Background: an optimization exercise with open tools, aiming at small area and a short achievable clock period. Do not read the settings as production practice. Where RTL was checked, it was by simulation tests only, not by an equivalence proof against the original. Only the layout flow was run in run 1; the RTL was not checked for function there. Power figures rest on the tool's default switching activity, not on a simulated workload.

==> flow/flow/run.sh <==
#!/bin/bash
# Standard ORFS layout (the standard.sh, unchanged synthesis) with:
# - a tighter setup target for timing repair (SETUP_SLACK_MARGIN),
# - plain buf_1 cells as the port buffers,
# - a clock tree of clkbuf_8 cells, small sink clusters, no dummy loads.
# Full make output goes to flow_make.log in the work folder; ORFS's per-step logs stay
# under orfs/logs.
set -euo pipefail
MARGIN=8.5
TNS=0
CTS="-sink_clustering_enable -repair_clock_nets -buf_list sky130_fd_sc_hd__clkbuf_8"
CTS="$CTS -sink_clustering_size 16 -sink_clustering_max_diameter 50 -dont_use_dummy_load"
bash standard.sh \
  SETUP_SLACK_MARGIN=$MARGIN \
  TNS_END_PERCENT=$TNS \
  "BUFFER_PORTS_ARGS=-buffer_cell sky130_fd_sc_hd__buf_1" \
  "CTS_ARGS=$CTS" \
  finish > flow_make.log 2>&1
==> flow/standard.sh <==
#!/bin/bash
# synth_recipe.tcl (not shown) runs the flow's synth.tcl, then flattens the netlist and writes it again
# the make line also repeats each setting of config.mk as NAME=value (left out here)
make -C /OpenROAD-flow-scripts/flow DESIGN_CONFIG=/design/flow/config.mk WORK_HOME=/design/flow/orfs CLKGATE_MAP_FILE= SYNTH_SCRIPT=/design/flow/synth_recipe.tcl "${@:-finish}"
==> flow/config.mk <==
export PLATFORM = sky130hd
export DESIGN_NAME = fp_result_drain_top
export DESIGN_NICKNAME = fp_result_drain_top
export VERILOG_FILES = /design/flow/design.v
export SDC_FILE = /design/flow/constraint.sdc
export NUM_CORES = 4
export LEC_CHECK = 0
export CAP_MARGIN = 20
export CORE_MARGIN = 2
export CORE_UTILIZATION = 60
export SLEW_MARGIN = 20
==> flow/constraint.sdc <==
create_clock -name core_clock -period 12.0 [get_ports {clk}]
set_input_delay 2.4000 -clock core_clock [delete_from_list [all_inputs] [get_ports {clk}]]
set_output_delay 2.4000 -clock core_clock [all_outputs]
set_load 0.01 [all_outputs]
==> flow/design.v <==
module fp_result_drain #(
  parameter int BIT_VEC_SIZE = 128,
  parameter int BIT_VEC_SIZE_LOG = 7,
  parameter int INPUTS = 2,
  parameter int FIFO_DEPTH = 4,
  parameter int LANE_W = (INPUTS > 1) ? $clog2(INPUTS) : 1
) (
  input logic clk,
  input logic rst,
  input logic [INPUTS-1:0][BIT_VEC_SIZE-1:0] in,
  input logic [INPUTS-1:0] valid_in,
  output logic [BIT_VEC_SIZE_LOG-1:0] id_out,
  output logic [LANE_W-1:0] lane_out,
  output logic last_out,
  output logic valid_out,
  input logic ready_in,
  output logic overflow,
  output logic busy,
  output logic [BIT_VEC_SIZE_LOG:0] count_out,
  output logic count_valid
);
  localparam int N = BIT_VEC_SIZE;
  localparam int LG = BIT_VEC_SIZE_LOG;
  logic [1:0][N-1:0] head_q;
  logic [1:0][2:0][N-1:0] mem_q;
  logic [1:0][2:0] wp_q, rp_q;    
  logic [1:0][3:0] t_q;           
  logic rr_q;
  logic emit_q, has_q, last_q, cv_q, ovf_q, busy_q, lane_q;
  logic [LG-1:0] id_q;
  logic [N-1:0] rest_q;
  logic [LG:0] cnt_q;
  logic load_q, sel_q;
  logic [1:0] pop_q;        
  logic srest_q;            
  logic [1:0][2:0] ws_q;    
  logic [1:0] he_q;         
  logic [1:0][2:0] hr_q;    
  logic [1:0] hi_q;         
  logic [1:0] we, push, to_slot, refill;
  logic [1:0][3:0] t_d;
  logic [1:0][2:0] wp_d, rp_d;
  logic [1:0] ne_d, full_d, refill_d;
  logic rr_d, emit_d, any_d, load_d, sel_d, fin, upd, adv;
  logic [1:0] pop_d;
  always_comb begin
    fin = emit_q & (~has_q | (ready_in & last_q));
    emit_d = load_q | (emit_q & ~fin);
    rr_d = load_q ? ~sel_q : rr_q;
    for (int l = 0; l < 2; l++) begin
      we[l] = ~t_q[l][3] | pop_q[l];
      push[l] = valid_in[l] & we[l];
      to_slot[l] = push[l] & t_q[l][0] & (t_q[l][1] | ~pop_q[l]);
      refill[l] = pop_q[l] & t_q[l][1];
      case ({push[l], pop_q[l]})
        2'b10: t_d[l] = {t_q[l][2:0], 1'b1};
        2'b01: t_d[l] = {1'b0, t_q[l][3:1]};
        default: t_d[l] = t_q[l];
      endcase
      wp_d[l] = to_slot[l] ? {wp_q[l][1:0], wp_q[l][2]} : wp_q[l];
      rp_d[l] = refill[l] ? {rp_q[l][1:0], rp_q[l][2]} : rp_q[l];
      ne_d[l] = t_d[l][0];
      full_d[l] = t_d[l][3];
    end
    any_d = ne_d[0] | ne_d[1];
    load_d = ~emit_d & any_d;
    sel_d = ne_d[rr_d] ? rr_d : ~rr_d;
    for (int l = 0; l < 2; l++) begin
      pop_d[l] = load_d & (sel_d == l[0]);
      refill_d[l] = pop_d[l] & t_d[l][1];
    end
  end
  for (genvar l = 0; l < 2; l++) begin : g_lane
    for (genvar k = 0; k < 3; k++) begin : g_slot
      always_ff @(posedge clk)
        mem_q[l][k] <= (in[l] & {N{ws_q[l][k]}}) | (mem_q[l][k] & {N{~ws_q[l][k]}});
    end
    logic [N-1:0] refill_v;
    always_comb begin
      refill_v = in[l] & {N{hi_q[l]}};
      for (int k = 0; k < 3; k++) refill_v = refill_v | (mem_q[l][k] & {N{hr_q[l][k]}});
    end
    always_ff @(posedge clk)
      head_q[l] <= (refill_v & {N{he_q[l]}}) | (head_q[l] & {N{~he_q[l]}});
  end
  logic [N-1:0] src;
  assign src = (rest_q & {N{srest_q}}) | (head_q[0] & {N{pop_q[0]}}) |
               (head_q[1] & {N{pop_q[1]}});
  logic [N-1:0] pl [0:LG];
  assign pl[0] = src;
  for (genvar k = 0; k < LG; k++) begin : g_pfx
    for (genvar i = 0; i < N; i++) begin : g_bit
      if (i & (1 << k)) begin : g_or
        assign pl[k+1][i] = pl[k][i] | pl[k][((i >> k) << k) - 1];
      end else begin : g_pass
        assign pl[k+1][i] = pl[k][i];
      end
    end
  end
  logic [N-1:0] clr;
  assign clr = src & {pl[LG][N-2:0], 1'b0};
  logic [N-1:0] ta [0:LG];
  logic [N-1:0] tm [0:LG];
  logic [N-1:0][LG-1:0] tx [0:LG];
  assign ta[0] = src;
  assign tm[0] = '0;
  assign tx[0] = '0;
  for (genvar j = 0; j < LG; j++) begin : g_tree
    for (genvar i = 0; i < (N >> (j + 1)); i++) begin : g_node
      logic al, ar;
      assign al = ta[j][2*i];
      assign ar = ta[j][2*i+1];
      assign ta[j+1][i] = al | ar;
      assign tm[j+1][i] = tm[j][2*i] | tm[j][2*i+1] | (al & ar);
      if (j == 0) begin : g_leaf
        assign tx[j+1][i] = {{(LG-1){1'b0}}, ~al};
      end else begin : g_inner
        assign tx[j+1][i] = al ? tx[j][2*i] : (tx[j][2*i+1] | LG'(1 << j));
      end
    end
    for (genvar i = (N >> (j + 1)); i < N; i++) begin : g_unused
      assign ta[j+1][i] = 1'b0;
      assign tm[j+1][i] = 1'b0;
      assign tx[j+1][i] = '0;
    end
  end
  logic any, multi;
  logic [LG-1:0] idx;
  assign any = ta[LG][0];
  assign multi = tm[LG][0];
  assign idx = tx[LG][0];
  assign upd = load_q | ready_in;
  assign adv = has_q & ready_in;
  always_ff @(posedge clk) begin
    rest_q <= (clr & {N{upd}}) | (rest_q & {N{~upd}});
    if (upd) begin
      id_q <= idx;
      last_q <= ~multi;
    end
  end
  always_ff @(posedge clk or negedge rst) begin
    if (!rst) begin
      lane_q <= 1'b0;
      cnt_q <= '0;
    end else begin
      if (load_q) lane_q <= sel_q;
      if (load_q) cnt_q <= '0;
      else if (adv) cnt_q <= cnt_q + 1'b1;
    end
  end
  always_ff @(posedge clk or negedge rst) begin
    if (!rst) begin
      emit_q <= 1'b0;
      has_q <= 1'b0;
      cv_q <= 1'b0;
      ovf_q <= 1'b0;
      busy_q <= 1'b0;
      rr_q <= 1'b0;
      wp_q <= {3'b001, 3'b001};
      rp_q <= {3'b001, 3'b001};
      t_q <= '0;
      load_q <= 1'b0;
      sel_q <= 1'b0;
      pop_q <= '0;
      srest_q <= 1'b0;
      ws_q <= {3'b001, 3'b001};
      he_q <= 2'b11;
      hr_q <= '0;
      hi_q <= 2'b11;
    end else begin
      emit_q <= emit_d;
      has_q <= load_q ? any : (has_q & ~(ready_in & last_q));
      cv_q <= fin;
      ovf_q <= ovf_q | (valid_in[0] & ~we[0]) | (valid_in[1] & ~we[1]);
      busy_q <= any_d | emit_d;
      rr_q <= rr_d;
      wp_q <= wp_d;
      rp_q <= rp_d;
      t_q <= t_d;
      load_q <= load_d;
      sel_q <= sel_d;
      pop_q <= pop_d;
      srest_q <= emit_d;
      for (int l = 0; l < 2; l++) begin
        ws_q[l] <= wp_d[l] & {3{~full_d[l] | refill_d[l]}};
        he_q[l] <= pop_d[l] | ~ne_d[l];
        hr_q[l] <= rp_d[l] & {3{refill_d[l]}};
        hi_q[l] <= ~refill_d[l];
      end
    end
  end
  assign valid_out = has_q;
  assign id_out = id_q;
  assign lane_out = lane_q;
  assign last_out = last_q;
  assign overflow = ovf_q;
  assign busy = busy_q;
  assign count_out = cnt_q;
  assign count_valid = cv_q;
endmodule
module fp_result_drain_top (
  input  logic         clk,
  input  logic         rst,
  input  logic [255:0] in_vec,
  input  logic [1:0]   valid_in,
  input  logic         ready_in,
  output logic [6:0]   id_out,
  output logic         lane_out,
  output logic         last_out,
  output logic         valid_out,
  output logic         overflow,
  output logic         busy,
  output logic [7:0]   count_out,
  output logic         count_valid
);
  fp_result_drain #(.BIT_VEC_SIZE(128), .BIT_VEC_SIZE_LOG(7), .INPUTS(2), .FIFO_DEPTH(4))
    u_drain (
      .clk(clk), .rst(rst), .in(in_vec), .valid_in(valid_in), .id_out(id_out),
      .lane_out(lane_out), .last_out(last_out), .valid_out(valid_out), .ready_in(ready_in),
      .overflow(overflow), .busy(busy), .count_out(count_out), .count_valid(count_valid)
    );
endmodule
==> reports/metrics.sh, run 1 <==
CLK_LATENCY_WORST_SKEW_PAIR_NS=0.78
VIASPERCELL=6.79
GRT_SETUP_UNREPAIRED='yes'
N_FILL_CELL=5434
PERIOD_NEEDED_NS=3.82
SYNTH-WARNING-COUNT=5
HP-CLASS='reg -> reg'
DRT_FIRST_ITER_VIOLATIONS=4551
CTS.PATH.MAX_BUFFERS=3
DIE-AREA_UM2=80600
SETUP_TOTAL_NEGATIVE_SLACK_NS=0
REG2REG_SLACK_NS=8.20
MIN_DELAY_WORST_ENDPOINT='u_drain.rest_q[0]'
SYN_AREA_UM2=47000
YOSYSSEQAREASHARE=0.770
CRIT_BUF_INV=1
PLACE_HPWL_UM=83400
SYNTH_MOST_COMMON_CELL='sky130_fd_sc_hd__edfxtp_1'
DR.PASS1.ITERS=11
WORST_IR_DROP_VDD_mV=0.126
TRITONCTS='yes'
POWER_PER_CELL_AREA_nW_PER_UM2=217
LAYOUT.AREA.SEQ_UM2=36300
TIMING.CRITICAL_PATH.ARRIVAL_NS=1.42
FIRST_PASS_GRT_WIRE_LENGTH_UM=193000
CRITPATHSLOWESTCELL='sky130_fd_sc_hd__edfxtp_1'
YS_SEQ_ELEMENTS=1215
HOLDPATHSTAGES=2
GRT.OVERFLOW.TOTAL=0
INITIAL_ANTENNA_VIOLATION_COUNT=7
TIMING.CRITICAL_PATH.CELLS='buf_1'
POST-ROUTE-PERIOD-UTIL=0.318
GP_CONGESTION=0.995
IO_BUFFERS=281
WORST_EP_REQUIRED_TIME_NS=9.60
GRT_RESOURCE_USAGE_TOTAL=0.320
SYNTH-EDFF-COUNT=1159
SYNTH.LARGEST_AREA_CELL='sky130_fd_sc_hd__edfxtp_1'
GRT_MAX_DEGREE=75
SYNTHTOPCELLSBYAREA='sky130_fd_sc_hd__edfxtp_1 74%, sky130_fd_sc_hd__a22oi_1 8.6%, sky130_fd_sc_hd__nand2_1 2.8%'
FINAL-HOLD-VIOLATION-COUNT=0
CRITICAL_SETUP_PATH_KIND='reg -> out'
POST_SYNTH_INST_COUNT=2963
DIEHEIGHT_UM=284
STATIC-LEAKAGE-POWER_uW=0.0179
CAP_VIOLATIONS=0
CORE_AREA_UM2=77600
MAX_STAGE_DELAY_NS=0.46
MULTIINPUTGATEAREA_UM2=10200
MAXSLEWVIOLCOUNT=0
WORST_CLOCK_SKEW_NS=0.106
TIMING.CRITICAL_PATH.FROM_TYPE='register'
STANDARD_CELL_ROWS=102
SYNTHDOMINANTCELLAREASHARE=0.740
DETAIL_ROUTE.WL_PER_CELL_UM=29.2
WIRELENGTH_UM=131000
DRC=0
INITIAL_UTILIZATION=0.606
ENDPOINT_KIND='output port'
FINALPOWER_uW=11400
CTS_BUF_COUNT=110
SYNTH_NETS=3229
POST_ROUTE_CELLS_DRIVE_ABOVE_1_SHARE=0.133
WORST-R2R-CELL-COUNT=10
DIE_WIDTH_UM=284
CLK_ROOT_BUFFER_CELL='sky130_fd_sc_hd__clkbuf_8'
YOSYS_MOST_USED_DFF='sky130_fd_sc_hd__edfxtp_1'
SETUP_VIOL=0
GRT_PASS1_VIAS=29900
CRIT-REG2REG-LAUNCH='u_drain.pop_q[1]'
POST_SYNTH_NUM_CELL_TYPES=75
IO-PIN-COUNT=282
SYNTH_COMMON_CELLS='1,159 x sky130_fd_sc_hd__edfxtp_1, 541 x sky130_fd_sc_hd__a22oi_1, 355 x sky130_fd_sc_hd__nand2_1'
TIMING.HOLD.WORST.START='u_drain.rest_q[0]'
POSTSYNTH.ASYNCRESETSHARE=0.0453
CRITICAL_PATH.TOP_DELAY_FAMILY='flip-flops'
CTS-HTREE-LEVELS=3
OUTCOME='no timing/DRC/antenna violations'
CRITICAL_PATH.MAX_FANOUT=1
WORST-SLEW-PIN-TRANSITION_NS=1.00
DESIGN.FINAL.NETS=3722
POST_SYNTHESIS_AREA_PER_INSTANCE_UM2=15.9
LAYOUT.CORE_UTILIZATION=0.677
SYN_TO_FINAL_GROWTH_PCT=11.7
MAXCLOCKFREQUENCY_MHz=262
CTS.SINKS=1215
PATH_CLK_SLEW_NS=0.07
MAX-SLEW-MARGIN-REL=0.330
ROUTE.VIAS.TOTAL=30500
DETAIL-ROUTE-ANTENNA-NETS=0
## cell usage in the layout, fill, tap and decap left out, drive strengths merged, types with 3 or more instances in the layout
master / synthesis / final
edfxtp: 1159 / 1159
a22oi: 541 / 541
buf: 42 / 534
nand2: 356 / 356
a222oi: 128 / 128
clkbuf: 120 / 111
nor2: 102 / 102
a21oi: 82 / 82
dfrtp: 45 / 45
o22ai: 36 / 36
o21ai: 36 / 36
nand4: 36 / 36
inv: 27 / 27
a31oi: 26 / 26
nand2b: 18 / 18
nor4: 18 / 18
a21boi: 17 / 17
and2: 17 / 17
nand3: 17 / 17
nor3: 16 / 16
mux2: 13 / 13
and3: 13 / 13
and4: 13 / 13
dfstp: 10 / 10
o211ai: 8 / 8
nor2b: 7 / 7
or2: 5 / 6
diode: 0 / 5
xor2: 5 / 5
clkdlybuf4s18: 0 / 5
ha: 5 / 5
o21a: 3 / 3
a211oi: 3 / 3
or3: 3 / 3
a2111oi: 3 / 3
## how the worst max path moves through the flow
stage,depth (start not counted),end,from
floorplan,1,register,ready_in
global placement,7,u_drain.last_q,u_drain.pop_q[0]
detailed placement,10,register,u_drain.pop_q[1]
CTS,1,last_out,u_drain.last_q
global route,11,register,u_drain.pop_q[1]
finish,1,id_out[0],u_drain.id_q[0]
## metrics by stage
step	instance area, µm²	worst slack [ns]	hold slack [ns]	cells
global placement	49400	6.54	0.428	4204
floorplan	47100	8.18	0.408	2963
detailed placement	49600	6.86	0.430	4232
finish	52500	8.18	0.434	4499
global route	52500	8.14	0.442	4498
CTS	52200	8.17	0.442	4451
## per-layer routing
layer / share of wire / vias up / GRT usage
met3: 0.10 / 199 / 0.0612
met2: 0.48 / 1844 / 0.504
met4: 0.024 / 4 / 0.0847
met1: 0.40 / 15400 / 0.465
met5: 0.00011 / - / 0
li1: - / 13100 / -
## where the power goes
part / total (µW) / switching (µW) / leakage (µW) / internal [µW]
registers: 5820 / 404 / 0.0116 / 5420
logic: 3550 / 2260 / 0.00551 / 1290
clock network: 2040 / 1230 / 0.000791 / 811
## timing repair
| item | 4_1_cts | 5_1_grt |
|---|---|---|
| hold buffers | 0 | 0 |
| pin swaps | 63 | 21 |
| gates cloned | 0 | 1 |
| buffers inserted | 109 | 42 |
| resized for setup | 28 | 8 |
| hold endpoints to repair | 0 | 0 |
| setup endpoints to repair | 222 | 200 |
## cells by family (layout without fill, tap and decap cells)
logic type,Yosys count,after routing,share of synthesized area
xor+xnor,7,7,0.00130
compound gates,906,906,0.144
flops,1215,1215,0.770
buf+inv,190,680,0.0168
fa+ha+maj,5,5,0.00133
mux,15,15,0.00354
other cells,0,5,0
simple gates,625,626,0.0629
## layout make-up
cell class | count | share of cell area
sequential | 1215 | 0.691
multi-input combinational | 1559 | 0.194
timing repair buffer | 542 | 0.0595
clock buffer | 110 | 0.0288
tap | 1040 | 0.0248
inverter | 28 | 0.00224
antenna | 5 | 0.000238
==> run 2, diff against run 1 <==
--- a/flow/design.v
+++ b/flow/design.v
@@ -131,18 +131,19 @@
   assign idx = tx[LG][0];
   assign upd = load_q | ready_in;
   assign adv = has_q & ready_in;
-  always_ff @(posedge clk) begin
+  always_ff @(posedge clk)
     rest_q <= (clr & {N{upd}}) | (rest_q & {N{~upd}});
-    if (upd) begin
-      id_q <= idx;
-      last_q <= ~multi;
-    end
-  end
   always_ff @(posedge clk or negedge rst) begin
     if (!rst) begin
+      id_q <= '0;
+      last_q <= 1'b0;
       lane_q <= 1'b0;
       cnt_q <= '0;
     end else begin
+      if (upd) begin
+        id_q <= idx;
+        last_q <= ~multi;
+      end
       if (load_q) lane_q <= sel_q;
       if (load_q) cnt_q <= '0;
       else if (adv) cnt_q <= cnt_q + 1'b1;
--- a/flow/flow/run.sh
+++ b/flow/flow/run.sh
@@ -6,8 +6,8 @@
 # Full make output goes to flow_make.log in the work folder; ORFS's per-step logs stay
 # under orfs/logs.
 set -euo pipefail
-MARGIN=8.5
-TNS=0
+MARGIN=8.3
+TNS=100
 CTS="-sink_clustering_enable -repair_clock_nets -buf_list sky130_fd_sc_hd__clkbuf_8"
 CTS="$CTS -sink_clustering_size 16 -sink_clustering_max_diameter 50 -dont_use_dummy_load"
 bash standard.sh \
==> run 2 against run 1 <==
Net effect: sequential cell count did not move; sequential share of layout area hardly changed; setup slack better by 0.082 ns; synthesized area is 0.16% lower; synthesized cell count increased by 0.24%; hold slack better by 0.033 ns; utilization grew 0.076 points; critical path depth increased by 8; critical path type is now reg -> reg; highest routed layer is now met4.
==> reports/metrics.sh, run 2 <==
DRC=0  # unchanged
LAYOUT.CORE_UTILIZATION=0.678  # +0.000760
SYNTH_NETS=3236  # +0.22%
MAXCLOCKFREQUENCY_MHz=268  # +2.2%
SYNTHDOMINANTCELLAREASHARE=0.736  # -0.00395
DR.PASS1.ITERS=13  # +2
CRIT_END='u_drain.id_q[0]'
CTS-HTREE-LEVELS=3  # unchanged
MOSTFREQUENTLAYOUTCELL='sky130_fd_sc_hd__edfxtp_1'
CLK_LATENCY_WORST_SKEW_PAIR_NS=0.78  # about the same
CORE_AREA_UM2=77500  # -0.16%
CLK_ROOT_BUFFER_CELL='sky130_fd_sc_hd__clkbuf_8'
P_COMB_FRAC=0.290  # -0.021
SYN_TO_FINAL_GROWTH_PCT=11.8
PATH_CLK_SLEW_NS=0.07  # about the same
CRITICAL_PATH.MAX_FANOUT=68  # +67
WIRELENGTH_UM=132000  # +0.68%
CRITICAL_PATH.TOP_DELAY_FAMILY='simple AND/OR/NAND/NOR gates'
GRT_MAX_DEGREE=71  # -5.3%
TIMING.CRITICAL_PATH.ARRIVAL_NS=4.35  # +2.93 ns
YOSYSSEQAREASHARE=0.770  # about the same
CRITICAL_PATH.STARTPOINT='u_drain.srest_q'
SYNTH-WARNING-COUNT=5  # unchanged
SYNTH-EDFF-COUNT=1151  # -0.69%
CAP_VIOLATIONS=0  # unchanged
WORST_IR_DROP_VDD_mV=0.122  # -3.0%
POST_SYNTHESIS_AREA_PER_INSTANCE_UM2=15.8  # -0.39%
POST_ROUTE_CELLS_DRIVE_ABOVE_1_SHARE=0.137  # +0.00392
SEQ_POWER_SHARE=0.523  # +0.013
POWER_PER_CELL_AREA_nW_PER_UM2=211  # -2.9%
GRT.OVERFLOW.TOTAL=0  # unchanged
SYNTHTOPCELLSBYAREA='sky130_fd_sc_hd__edfxtp_1 74%, sky130_fd_sc_hd__a22oi_1 8.4%, sky130_fd_sc_hd__nand2_1 2.9%'
CTS_BUF_COUNT=111  # +0.91%
MAX-SLEW-MARGIN-REL=0.248  # -0.0822
TIMING.CRITICAL_PATH.FROM_TYPE='register'
SETUP_VIOL=0  # unchanged
POST_SYNTH_INST_COUNT=2970  # +0.24%
TIMING.CRITICAL_PATH.CELLS='buf_12 -> a222oi_1 -> nand4_1 -> buf_4 -> or4_4 -> buf_4 -> nor4b_1 -> o32a_1 -> a221o_1'
WORST_EP_REQUIRED_TIME_NS=12.62  # +3.02 ns
POST_SYNTH_NUM_CELL_TYPES=73  # -2.7%
MAXSLEWVIOLCOUNT=0  # unchanged
STANDARD_CELL_ROWS=102  # unchanged
POWER.SWITCHING_uW=3650  # -6.4%
ENDPOINT_KIND='register'
DIE-AREA_UM2=80500  # -0.15%
GRT_PASS1_VIAS=29600  # -0.94%
CRIT_BUF_INV=3  # +2
CTS_HOLD_BUFFERS=0  # unchanged
SYN_AREA_UM2=47000  # -0.16%
VIASPERCELL=6.78  # -0.12%
PLACE_HPWL_UM=82900  # -0.55%
DETAIL_ROUTE.WL_PER_CELL_UM=29.4  # +0.73%
GRT_SETUP_UNREPAIRED='yes'
INTERNAL-POWER_uW=7430  # -1.2%
CRIT-REG2REG-LAUNCH='u_drain.srest_q'
CRIT-REG2REG-CAPTURE='u_drain.id_q[0]'
GP_CONGESTION=0.965  # -3.0%
POST-ROUTE-PERIOD-UTIL=0.311  # -0.00681
CRITICAL_SETUP_PATH_KIND='reg -> reg'
MAX_STAGE_DELAY_NS=0.67  # +0.21 ns
STATIC-LEAKAGE-POWER_uW=0.0179  # about the same
WORST-PATH-STAGES=9  # +8
MOST_USED_CELL_ALONG_THE_CRITICAL_PATH='sky130_fd_sc_hd__buf_4'
DIE_WIDTH_UM=284  # about the same
WORST_CLOCK_SKEW_NS=0.102  # -0.00367 ns
DETAIL-ROUTE-ANTENNA-NETS=0  # unchanged
SYNTH_COMMON_CELLS='1,151 x sky130_fd_sc_hd__edfxtp_1, 527 x sky130_fd_sc_hd__a22oi_1, 362 x sky130_fd_sc_hd__nand2_1'
YOSYS_MOST_USED_DFF='sky130_fd_sc_hd__edfxtp_1'
TIMING.HOLD.WORST.START='u_drain.rest_q[0]'
DIEHEIGHT_UM=284  # about the same
HP-CLASS='reg -> reg'
DESIGN.FINAL.NETS=3718  # -0.11%
FINAL-HOLD-VIOLATION-COUNT=0  # unchanged
DRT_FIRST_ITER_VIOLATIONS=4518  # -0.73%
SETUP_TOTAL_NEGATIVE_SLACK_NS=0  # unchanged
ROUTE.VIAS.TOTAL=30500  # -0.17%
WORST-SLEW-PIN-TRANSITION_NS=1.13  # +0.123 ns
CRITPATHSLOWESTCELL='sky130_fd_sc_hd__nor4b_1'
COMMONEST_CELLS_AFTER_ROUTING_FILL_AND_TAPS_ASIDE='1,151 x sky130_fd_sc_hd__edfxtp_1, 526 x sky130_fd_sc_hd__a22oi_1, 361 x sky130_fd_sc_hd__nand2_1'
IO-PIN-COUNT=282  # unchanged
CTS.SINKS=1215  # unchanged
SYNTH_MOST_COMMON_CELL='sky130_fd_sc_hd__edfxtp_1'
GRT_RESOURCE_USAGE_TOTAL=0.323  # +0.00338
WORST-R2R-CELL-COUNT=9  # -1
POSTSYNTH.ASYNCRESETSHARE=0.0519  # +0.00658
OUTCOME='no timing/DRC/antenna violations'
SHARE_CLK_OF_TOTAL_POWER=0.187  # +0.008
TRITONCTS='yes'
IO_BUFFERS=281  # unchanged
PERIOD_NEEDED_NS=3.73  # -0.0818 ns
SYNTH.LARGEST_AREA_CELL='sky130_fd_sc_hd__edfxtp_1'
INITIAL_ANTENNA_VIOLATION_COUNT=5  # -2
YS_SEQ_ELEMENTS=1215  # unchanged
FIRST_PASS_GRT_WIRE_LENGTH_UM=194000  # +0.67%
CTS.PATH.MAX_BUFFERS=3  # unchanged
REG2REG_SLACK_NS=8.27  # +0.07 ns
INITIAL_UTILIZATION=0.606  # about the same
SWITCHING_SHARE=0.329  # -0.0121
[run 2: changes by cell type after synthesis, sizes merged, moves of 6 or more]
cell | previous run | this run
nand2b | 18 | 12
edfxtp | 1159 | 1151
and2 | 17 | 25
a22oi | 541 | 527
nand4 | 36 | 28
dfrtp | 45 | 53
a21oi | 82 | 96
nand2 | 356 | 362
nand3 | 17 | 6
o21ai | 36 | 46
[run 2: cells by family after synthesis]
| logic type | Yosys count | synth area share |
|---|---|---|
| and+or+nand+nor | 618 | 0.0604 |
| DFF | 1215 | 0.770 |
| buffers and inverters | 194 | 0.0181 |
| muxes | 15 | 0.00354 |
| xor gates and xnor gates | 7 | 0.00131 |
| adders and majority gates | 8 | 0.00197 |
| AOI/OAI and AO/OA | 913 | 0.144 |
[run 2: what timing repair did]
item                                    4_1_cts  5_1_grt
setup buffers                               157       33
resized for setup                            36       18
endpoints found under the setup margin      138       87
pin swaps                                    91       22
cloned                                        1        1
[run 2: final cells by class]
class | instances | area, µm²
timing repair inverter | 2 | 27.5
multi-input combinational | 1561 | 10100
clock buffer | 111 | 1530
tap | 1040 | 1300
inverter | 29 | 148
sequential | 1215 | 36300
fill | 5372 | 25000
timing repair buffer | 532 | 3140
antenna | 7 | 17.5
[run 2: power by group through the flow]
stage	clock network [µW]	registers [µW]	logic [µW]
after floorplan	0	5680	1430
after global placement	0	5900	2350
after detailed placement	0	5890	2400
after CTS	2100	5780	3000
after global routing	2250	5820	3390
final	2070	5790	3220
[run 2: worst min path at each step]
stage / endpoint / depth (start not counted) / slack [ns]
2_1_floorplan: u_drain.rest_q[0] / 1 / 0.43
3_3_place_gp: u_drain.rest_q[0] / 1 / 0.47
3_5_place_dp: u_drain.rest_q[0] / 1 / 0.44
4_1_cts: u_drain.rest_q[0] / 1 / 0.47
5_1_grt: u_drain.rest_q[0] / 1 / 0.49
6_report: u_drain.rest_q[0] / 1 / 0.47
[run 2: routing by layer]
| metal | share of wire | up-vias | global-route usage | routed length [µm] |
|---|---|---|---|---|
| li1 | - | 13000 | - | - |
| met1 | 0.41 | 15600 | 0.474 | 54000 |
| met2 | 0.48 | 1726 | 0.515 | 63800 |
| met3 | 0.086 | 176 | 0.0539 | 11300 |
| met4 | 0.023 | 0 | 0.0774 | 2980 |
| met5 | 0 | - | 0 | 0 |
[run 2: through the flow]
stage               worst slack, ns  instance area (µm²)  cells  total power (µW)  hold slack (ns)
floorplan                      8.29                47100   2970              7110            0.430
CTS                            8.23                52200   4456             10900            0.465
global placement               6.96                49200   4183              8250            0.470
detailed placement             6.80                49200   4187              8290            0.444
global route                   8.25                52500   4496             11500            0.485
finish                         8.27                52500   4497             11100            0.467
[run 2: worst register-to-register path, stage by stage, from the launching register on]
cell and delay (ns):
sky130_fd_sc_hd__dfrtp_4 0.64, sky130_fd_sc_hd__buf_12 0.27, sky130_fd_sc_hd__a222oi_1 0.49, sky130_fd_sc_hd__nand4_1 0.23, sky130_fd_sc_hd__buf_4 0.20, sky130_fd_sc_hd__or4_4 0.55
sky130_fd_sc_hd__buf_4 0.18, sky130_fd_sc_hd__nor4b_1 0.67, sky130_fd_sc_hd__o32a_1 0.29, sky130_fd_sc_hd__a221o_1 0.13
==> run 3, diff against run 2 <==
--- a/flow/flow/run.sh
+++ b/flow/flow/run.sh
@@ -6,8 +6,8 @@
 # Full make output goes to flow_make.log in the work folder; ORFS's per-step logs stay
 # under orfs/logs.
 set -euo pipefail
-MARGIN=8.3
-TNS=100
+MARGIN=8.5
+TNS=0
 CTS="-sink_clustering_enable -repair_clock_nets -buf_list sky130_fd_sc_hd__clkbuf_8"
 CTS="$CTS -sink_clustering_size 16 -sink_clustering_max_diameter 50 -dont_use_dummy_load"
 bash standard.sh \
==> run 3 against run 2 <==
Net effect: still clean on timing, DRC and antenna; wire length fell by 0.78%; synthesized area is the same; sequential cell count is the same; clock-buffer cell count increased by 2; final cell count shrank 0.36%; register-to-register slack worse by 0.05 ns; hold slack better by 0.0065 ns; utilization shrank 0.29 points; non-clock buffer count down 18; combinational power hardly changed; first-iteration DRC count decreased by 0.29%; critical path type unchanged; highest routed layer is now met5.
==> reports/metrics.sh, run 3 <==
OUTCOME='no timing/DRC/antenna violations'
GRT_SETUP_UNREPAIRED='yes'
MOSTFREQUENTLAYOUTCELL='sky130_fd_sc_hd__edfxtp_1'
MET2_WIRE_LENGTH_UM=62400  # -2.2%
MET3ROUTEDLENGTH_UM=12700  # +12%
TIMING.CRITICAL_PATH.CELLS='buf_12 -> a222oi_1 -> nand4_1 -> or4bb_4 -> or2_4 -> nor3_4 -> nand2_2 -> nor2_4 -> a31oi_1'
FINAL-HOLD-VIOLATION-COUNT=0  # unchanged
FINALPOWER_uW=11100  # -0.21%
PLACE_HPWL_UM=82400  # -0.63%
CTS_BUF_COUNT=113  # +1.8%
DETAIL-ROUTE-ANTENNA-NETS=0  # unchanged
ROUTE.VIAS.TOTAL=30400  # -0.43%
N_FILL_CELL=5474  # +1.9%
PERIOD_NEEDED_NS=3.78  # +0.0480 ns
SYNTH-WARNING-COUNT=5  # unchanged
CLK_LATENCY_WORST_SKEW_PAIR_NS=0.76  # -0.02 ns
REG2REG_SLACK_NS=8.22  # -0.05 ns
POST_ROUTE_CELLS_DRIVE_ABOVE_1_SHARE=0.130  # -0.00631
YOSYSSEQAREASHARE=0.770  # unchanged
POST_SYNTH_NUM_CELL_TYPES=73  # unchanged
TRITONCTS='yes'
DP_CELLS=4190  # +0.072%
VIASPERCELL=6.78  # about the same
POSTSYNTH.ASYNCRESETSHARE=0.0519  # unchanged
POST-ROUTE-PERIOD-UTIL=0.315  # +0.00400
IO_BUFFERS=281  # unchanged
SYN_AREA_UM2=47000  # unchanged
MULTIINPUTGATEAREA_UM2=10100  # about the same
STATIC-LEAKAGE-POWER_uW=0.0177  # -0.79%
MAXSLEWVIOLCOUNT=0  # unchanged
CRIT_BUF_INV=1  # -2
IO-PIN-COUNT=282  # unchanged
CTS.PATH.MAX_BUFFERS=3  # unchanged
CRIT-REG2REG-LAUNCH='u_drain.pop_q[0]'
TIMING.CRITICAL_PATH.ARRIVAL_NS=4.26  # -0.09 ns
DRC=0  # unchanged
DR.PASS1.ITERS=14  # +1
POWER_PER_CELL_AREA_nW_PER_UM2=211  # +0.21%
CRITICAL_PATH.MAX_FANOUT=98  # +44%
DRT_FIRST_ITER_VIOLATIONS=4505  # -0.29%
LAYOUT.CORE_UTILIZATION=0.675  # -0.00289
DETAIL_ROUTE.WL_PER_CELL_UM=29.3  # -0.43%
CAP_VIOLATIONS=0  # unchanged
TIMING.CRITICAL_PATH.FROM_TYPE='register'
HP-CLASS='reg -> reg'
NON_FILLER_INSTANCES=4481  # -0.36%
WORST-R2R-CELL-COUNT=9  # unchanged
LAYOUT.AREA.SEQ_UM2=36200  # about the same
WORST_CLOCK_SKEW_NS=0.0877  # -0.0144 ns
MIN_DELAY_WORST_ENDPOINT='u_drain.rest_q[0]'
SYN_TO_FINAL_GROWTH_PCT=11.3
INITIAL_UTILIZATION=0.606  # unchanged
SYNTHTOPCELLSBYAREA='sky130_fd_sc_hd__edfxtp_1 74%, sky130_fd_sc_hd__a22oi_1 8.4%, sky130_fd_sc_hd__nand2_1 2.9%'
POST_SYNTH_INST_COUNT=2970  # unchanged
HOLD-WORST-SLACK_NS=0.474  # +0.00653 ns
YOSYS_MOST_USED_DFF='sky130_fd_sc_hd__edfxtp_1'
TIMING.HOLD.WORST.START='u_drain.rest_q[0]'
HOLDPATHSTAGES=1  # unchanged
GRT_PASS1_VIAS=29400  # -0.60%
POST_SYNTHESIS_AREA_PER_INSTANCE_UM2=15.8  # unchanged
MAXCLOCKFREQUENCY_MHz=264  # -1.3%
GRT_MAX_DEGREE=136  # +92%
WORST_IR_DROP_VDD_mV=0.128  # +5.1%
STANDARD_CELL_ROWS=102  # unchanged
PATH_CLK_SLEW_NS=0.09  # +0.02 ns
GRT.OVERFLOW.TOTAL=0  # unchanged
CORE_AREA_UM2=77500  # unchanged
SYNTH_NETS=3236  # unchanged
YS_SEQ_ELEMENTS=1215  # unchanged
DIEHEIGHT_UM=284  # unchanged
SYNTHDOMINANTCELLAREASHARE=0.736  # unchanged
CRITICAL_PATH.TOP_DELAY_FAMILY='simple AND/OR/NAND/NOR gates'
SYNTH.LARGEST_AREA_CELL='sky130_fd_sc_hd__edfxtp_1'
CTS.SINKS=1215  # unchanged
GP_CONGESTION=0.954  # -1.1%
WORST_EP_REQUIRED_TIME_NS=12.48  # -0.14 ns
CTS_HOLD_BUFFERS=0  # unchanged
GRT_RESOURCE_USAGE_TOTAL=0.317  # -0.00575
MAX_STAGE_DELAY_NS=0.63  # -0.04 ns
CLK_ROOT_BUFFER_CELL='sky130_fd_sc_hd__clkbuf_8'
CRITPATHSLOWESTCELL='sky130_fd_sc_hd__or4bb_4'
MET1WIRELENGTH_UM=52000  # -3.8%
ENDPOINT_KIND='register'
SYNTH_COMMON_CELLS='1,151 x sky130_fd_sc_hd__edfxtp_1, 527 x sky130_fd_sc_hd__a22oi_1, 362 x sky130_fd_sc_hd__nand2_1'
CTS-HTREE-LEVELS=3  # unchanged
SETUP_TOTAL_NEGATIVE_SLACK_NS=0  # unchanged
WIRELENGTH_UM=131000  # -0.78%
DIE_WIDTH_UM=284  # unchanged
SYNTH_MOST_COMMON_CELL='sky130_fd_sc_hd__edfxtp_1'
CRITICAL_SETUP_PATH_KIND='reg -> reg'
MAX-SLEW-MARGIN-REL=0.261  # +0.0132
SYNTH-EDFF-COUNT=1151  # unchanged
INITIAL_ANTENNA_VIOLATION_COUNT=6  # +1
DESIGN.FINAL.NETS=3701  # -0.46%
SETUP_VIOL=0  # unchanged
COMMONEST_CELLS_AFTER_ROUTING_FILL_AND_TAPS_ASIDE='1,151 x sky130_fd_sc_hd__edfxtp_1, 527 x sky130_fd_sc_hd__a22oi_1, 359 x sky130_fd_sc_hd__nand2_1'
DIE-AREA_UM2=80500  # unchanged
FIRST_PASS_GRT_WIRE_LENGTH_UM=190000  # -2.0%
WORST-SLEW-PIN-TRANSITION_NS=1.11  # -0.0199 ns
MAXUSEDROUTINGLAYER='met5'
==> run 3: cell counts after synthesis <==
No cell type changed its count.
==> run 3: cells by family after synthesis <==
| family | share of synthesized area |
|---|---|
| flip-flops | 0.770 |
| AO/OA/AOI/OAI | 0.144 |
| AND/OR/NAND/NOR | 0.0604 |
| buffers and inverters | 0.0181 |
| multiplexers | 0.00354 |
| adder cells (fa/ha/maj) | 0.00197 |
| XOR/XNOR | 0.00131 |
==> run 3: how the worst max path moves through the flow <==
stage | startpoint | end | slack, ns | depth (start not counted)
floorplan | valid_in[1] | u_drain.ws_q[0] | 8.29 | 10
global route | u_drain.srest_q | u_drain.id_q[0] | 8.16 | 9
global placement | u_drain.pop_q[1] | register | 7.09 | 9
CTS | u_drain.has_q | valid_out | 8.22 | 1
finish | u_drain.pop_q[0] | register | 8.22 | 9
detailed placement | u_drain.pop_q[1] | register | 6.95 | 9
==> run 3: cell type report <==
class,count,area share
inverter,29,0.00268
timing repair inverter,1,0.000215
antenna,8,0.000383
tap,1040,0.0249
multi-input combinational,1561,0.193
clock buffer,113,0.0297
timing repair buffer,514,0.0558
sequential,1215,0.693
==> run 3: worst register-to-register path, stage by stage (launching register included) <==
cell and delay, ns:
sky130_fd_sc_hd__dfrtp_4 0.55, sky130_fd_sc_hd__buf_12 0.22, sky130_fd_sc_hd__a222oi_1 0.77, sky130_fd_sc_hd__nand4_1 0.34, sky130_fd_sc_hd__or4bb_4 0.63, sky130_fd_sc_hd__or2_4 0.32, sky130_fd_sc_hd__nor3_4 0.30, sky130_fd_sc_hd__nand2_2 0.14
sky130_fd_sc_hd__nor2_4 0.17, sky130_fd_sc_hd__a31oi_1 0.11
==> run 3: stage by stage <==
step / area [µm²] / worst slack [ns]
5_1_grt: 52300 / 8.16
3_3_place_gp: 49300 / 7.09
4_1_cts: 52000 / 8.22
6_report: 52300 / 8.22
2_1_floorplan: 47100 / 8.29
3_5_place_dp: 49300 / 6.95
==> run 3: timing repair <==
action                     4_1_cts  5_1_grt
pin swaps                       88       22
setup buffers                  138       31
gates cloned                     0        1
setup endpoints to repair      147      126
resized for setup               20       17
==> run 3: power breakdown <==
part           internal [µW]  switching, µW  leakage, µW
registers               5370            397       0.0115
clock network            832           1250     0.000813
logic                   1210           1990      0.00541
total                   7410           3640       0.0177
==> run 3: per-layer routing <==
| metal | vias to the layer above | GRT usage |
|---|---|---|
| met4 | 4 | 0.0940 |
| met2 | 1737 | 0.498 |
| met1 | 15400 | 0.454 |
| li1 | 13000 | - |
| met5 | - | 0.00357 |
| met3 | 222 | 0.0675 |
==> run 4, diff against run 3 <==
--- a/flow/config.mk
+++ b/flow/config.mk
@@ -7,5 +7,5 @@
 export LEC_CHECK = 0
 export CAP_MARGIN = 20
 export CORE_MARGIN = 2
-export CORE_UTILIZATION = 60
+export CORE_UTILIZATION = 65
 export SLEW_MARGIN = 20
==> run 4 against run 3 <==
Net effect: sequential cell count unchanged; largest power group unchanged; critical path type unchanged; largest cell class unchanged; utilization increased by 5.3 points; non-clock buffer count decreased by 3; via count grew 1.2%; clock skew up 0.0098 ns; fmax grew 1.1%; first-iteration DRC count up 7.6%; highest routed layer is now met4; register-to-register slack improved by 0.04 ns.
==> reports/metrics.sh, run 4 <==
WORST_EP_REQUIRED_TIME_NS=12.61  # +0.13 ns
SYNTHTOPCELLSBYAREA='sky130_fd_sc_hd__edfxtp_1 74%, sky130_fd_sc_hd__a22oi_1 8.4%, sky130_fd_sc_hd__nand2_1 2.9%'
STANDARD_CELL_ROWS=98  # -3.9%
FINAL-HOLD-VIOLATION-COUNT=0  # unchanged
DRC=0  # unchanged
DETAIL-ROUTE-ANTENNA-NETS=0  # unchanged
TIMING.CRITICAL_PATH.FROM_TYPE='register'
TIMING.HOLD.WORST.START='u_drain.rest_q[0]'
GRT_SETUP_UNREPAIRED='yes'
SYN_AREA_UM2=47000  # unchanged
REG2REG_SLACK_NS=8.26  # +0.04 ns
SYNTH.LARGEST_AREA_CELL='sky130_fd_sc_hd__edfxtp_1'
SYNTH_ADDER_AREA_SHARE=0.00197  # unchanged
INITIAL_ANTENNA_VIOLATION_COUNT=11  # +5
GRT.OVERFLOW.TOTAL=0  # unchanged
POST_SYNTHESIS_AREA_PER_INSTANCE_UM2=15.8  # unchanged
HOLDPATHSTAGES=1  # unchanged
N_FILL_CELL=4443  # -19%
POST-ROUTE-PERIOD-UTIL=0.312  # -0.00337
MIN_DELAY_WORST_ENDPOINT='u_drain.rest_q[0]'
POST_SYNTH_NUM_CELL_TYPES=73  # unchanged
POSTSYNTH.ASYNCRESETSHARE=0.0519  # unchanged
CLK_LATENCY_WORST_SKEW_PAIR_NS=0.76  # about the same
WORST_IR_DROP_VDD_mV=0.154  # +20%
COMMONEST_CELLS_AFTER_ROUTING_FILL_AND_TAPS_ASIDE='1,151 x sky130_fd_sc_hd__edfxtp_1, 527 x sky130_fd_sc_hd__a22oi_1, 361 x sky130_fd_sc_hd__nand2_1'
DIEHEIGHT_UM=273  # -3.9%
GRT_PASS1_VIAS=29600  # +0.49%
CTS.SINKS=1215  # unchanged
CRIT-REG2REG-CAPTURE='u_drain.last_q'
WORST_CLOCK_SKEW_NS=0.0975  # +0.00983 ns
CRIT-REG2REG-LAUNCH='u_drain.srest_q'
DESIGN.FINAL.NETS=3693  # -0.22%
MAX-SLEW-MARGIN-REL=0.257  # -0.00456
SETUP_TOTAL_NEGATIVE_SLACK_NS=0  # unchanged
TRITONCTS='yes'
POST_SYNTH_INST_COUNT=2970  # unchanged
ENDPOINT_KIND='register'
SETUP_VIOL=0  # unchanged
VIASPERCELL=7.01  # +3.4%
FIRST_PASS_GRT_WIRE_LENGTH_UM=189000  # -0.60%
PERIOD_NEEDED_NS=3.74  # -0.0404 ns
CORE_AREA_UM2=71500  # -7.7%
CTS-HTREE-LEVELS=3  # unchanged
YOSYS_MOST_USED_DFF='sky130_fd_sc_hd__edfxtp_1'
CRITICAL_SETUP_PATH_KIND='reg -> reg'
INITIAL_UTILIZATION=0.657  # +0.0507
IO_BUFFERS=281  # unchanged
SYNTH_TOP_FAMILY_BY_AREA='compound AO/OA/AOI/OAI gates'
STATIC-LEAKAGE-POWER_uW=0.0177  # -0.42%
POWER_PER_CELL_AREA_nW_PER_UM2=211  # -0.35%
PLACE_HPWL_UM=81600  # -0.94%
GRT_RESOURCE_USAGE_TOTAL=0.343  # +0.0256
SYNTHDOMINANTCELLAREASHARE=0.736  # unchanged
MAXSLEWVIOLCOUNT=0  # unchanged
CLK_ROOT_BUFFER_CELL='sky130_fd_sc_hd__clkbuf_8'
CTS_BUF_COUNT=108  # -4.4%
SYNTH-WARNING-COUNT=5  # unchanged
PATH_CLK_SLEW_NS=0.05  # -0.04 ns
DIE_WIDTH_UM=273  # -3.9%
WIRELENGTH_UM=129000  # -1.5%
MOSTFREQUENTLAYOUTCELL='sky130_fd_sc_hd__edfxtp_1'
SYN_TO_FINAL_GROWTH_PCT=10.8
TIMING.CRITICAL_PATH.ARRIVAL_NS=4.35  # +0.09 ns
GRT_MAX_DEGREE=136  # unchanged
OUTCOME='no timing/DRC/antenna violations'
WORST-SLEW-PIN-TRANSITION_NS=1.11  # +0.00684 ns
YOSYSSEQAREASHARE=0.770  # unchanged
SYNTH-COMPOUND-AREA-SHARE=0.144  # unchanged
MULTIINPUTGATEAREA_UM2=10100  # -0.28%
CTS.PATH.MAX_BUFFERS=3  # unchanged
SYNTH_SIMPLE_GATE_AREA_FRAC=0.0604  # unchanged
SYNTH_MOST_COMMON_CELL='sky130_fd_sc_hd__edfxtp_1'
IO-PIN-COUNT=282  # unchanged
DETAIL_ROUTE.WL_PER_CELL_UM=29.5  # +0.65%
POST_ROUTE_CELLS_DRIVE_ABOVE_1_SHARE=0.125  # -0.00495
MAXCLOCKFREQUENCY_MHz=267  # +1.1%
ROUTE.VIAS.TOTAL=30700  # +1.2%
DRT_FIRST_ITER_VIOLATIONS=4847  # +7.6%
PROPORTION_OF_SYNTHESIZED_AREA_IN_MUX_CELLS=0.00354  # unchanged
SYNTH-EDFF-COUNT=1151  # unchanged
CRITICAL_PATH.MAX_FANOUT=80  # -18%
WORST-R2R-CELL-COUNT=11  # +2
DIE-AREA_UM2=74400  # -7.6%
SYNTH_COMMON_CELLS='1,151 x sky130_fd_sc_hd__edfxtp_1, 527 x sky130_fd_sc_hd__a22oi_1, 362 x sky130_fd_sc_hd__nand2_1'
YS_SEQ_ELEMENTS=1215  # unchanged
SYNTH_NETS=3236  # unchanged
POST_SYNTH_XOR_AREA_FRACTION=0.00131  # unchanged
LAYOUT.AREA.SEQ_UM2=36200  # unchanged
CAP_VIOLATIONS=0  # unchanged
FINALPOWER_uW=11000  # -0.80%
DR.PASS1.ITERS=11  # -3
HP-CLASS='reg -> reg'
GP_CONGESTION=0.962  # +0.86%
run 4: cell counts after synthesis:
Identical to the previous run, type by type.
run 4: layer usage:
| metal | global-route usage | part of all wire |
|---|---|---|
| met3 | 0.0569 | 0.10 |
| met1 | 0.500 | 0.39 |
| met2 | 0.540 | 0.48 |
| met4 | 0.109 | 0.031 |
| met5 | 0 | 0 |
run 4: stage by stage:
step	hold slack, ns	setup WS [ns]	util	cells	instance area, µm²
after floorplan	0.430	8.29	-	2970	47100
after global placement	0.446	7.18	0.687	4100	49100
after detailed placement	0.459	6.97	0.687	4100	49100
after CTS	0.475	8.23	0.723	4339	51700
after global routing	0.500	8.21	0.728	4385	52100
final	0.476	8.26	0.728	4386	52100
run 4: cell families after synthesis:
kind of cell             Yosys count
buffers and inverters            194
multiplexers                      15
XOR/XNOR                           7
flip-flops                      1215
AND/OR/NAND/NOR                  618
AO/OA/AOI/OAI                    913
adder cells (fa/ha/maj)            8
run 4: report_power, final:
part           switching [µW]  internal, µW
clock network            1230           797
registers                 439          5370
logic                    1940          1190
total                    3610          7360
run 4: layout make-up:
cell class	count	share of cell area
antenna	11	0.000529
clock buffer	108	0.0286
inverter	29	0.00269
multi-input combinational	1561	0.193
sequential	1215	0.696
tap	950	0.0228
timing repair buffer	511	0.0555
timing repair inverter	1	0.000216
run 4: worst max-delay path, cell delays in order, from the launching register on:
cell                       delay (ns)
sky130_fd_sc_hd__dfrtp_4         0.64
sky130_fd_sc_hd__buf_12          0.26
sky130_fd_sc_hd__a222oi_1        0.33
sky130_fd_sc_hd__buf_4           0.18
sky130_fd_sc_hd__buf_4           0.13
sky130_fd_sc_hd__nand2_1         0.18
sky130_fd_sc_hd__a222oi_1        0.47
sky130_fd_sc_hd__nand3_1         0.22
sky130_fd_sc_hd__a2111o_1        0.36
sky130_fd_sc_hd__nor4_1          0.34
sky130_fd_sc_hd__nand4_1         0.16
sky130_fd_sc_hd__o31ai_1         0.24
run 4: worst max-delay path by stage:
stage	start	endpoint	slack (ns)
2_1_floorplan	valid_in[1]	u_drain.ws_q[0]	8.29
3_3_place_gp	u_drain.pop_q[1]	register	7.18
3_5_place_dp	u_drain.pop_q[0]	register	6.97
4_1_cts	u_drain.id_q[2]	id_out[2]	8.23
5_1_grt	u_drain.id_q[2]	id_out[2]	8.21
6_report	u_drain.srest_q	u_drain.last_q	8.26
run 4: repair_timing:
action | in CTS | in global routing
endpoints found under the hold margin | 0 | 0
endpoints found under the setup margin | 156 | 131
pin swaps | 85 | 33
gates cloned | 0 | 1
hold buffers | 0 | 0
resized for setup | 19 | 8
setup buffers | 131 | 35

==> what the ideal ports hide <==
The flow's constraints put no driver on any port. The routed layouts listed below were extracted and timed again, unchanged, in two steps.
Step 1 assumes that a clkbuf_16 drives the clock port and a buf_2 every other input.
Step 2, shift: input delay + t, output delay - t, t = (earliest + latest rising clock arrival at the registers) / 2. This alone moves slack from input paths to output paths.
a / b / c = ideal / step 1 / step 2; a / b = the first two.
run	t (ns)	setup slack, ns	worst slew at a driven data input, ns
run 1	0.792	8.183 / 8.113 / 7.560	0.10
run 2	0.801	8.265 / 8.218 / 7.624	0.12
run 3	0.794	8.217 / 8.190 / 7.644	0.10
run 4	0.776	8.258 / 8.192 / 7.605	0.13
After both steps setup and hold are still met in every run listed. The setup slack of run 4, which loses most, moves by -0.066 ns with the drivers and by -0.653 ns with both steps.
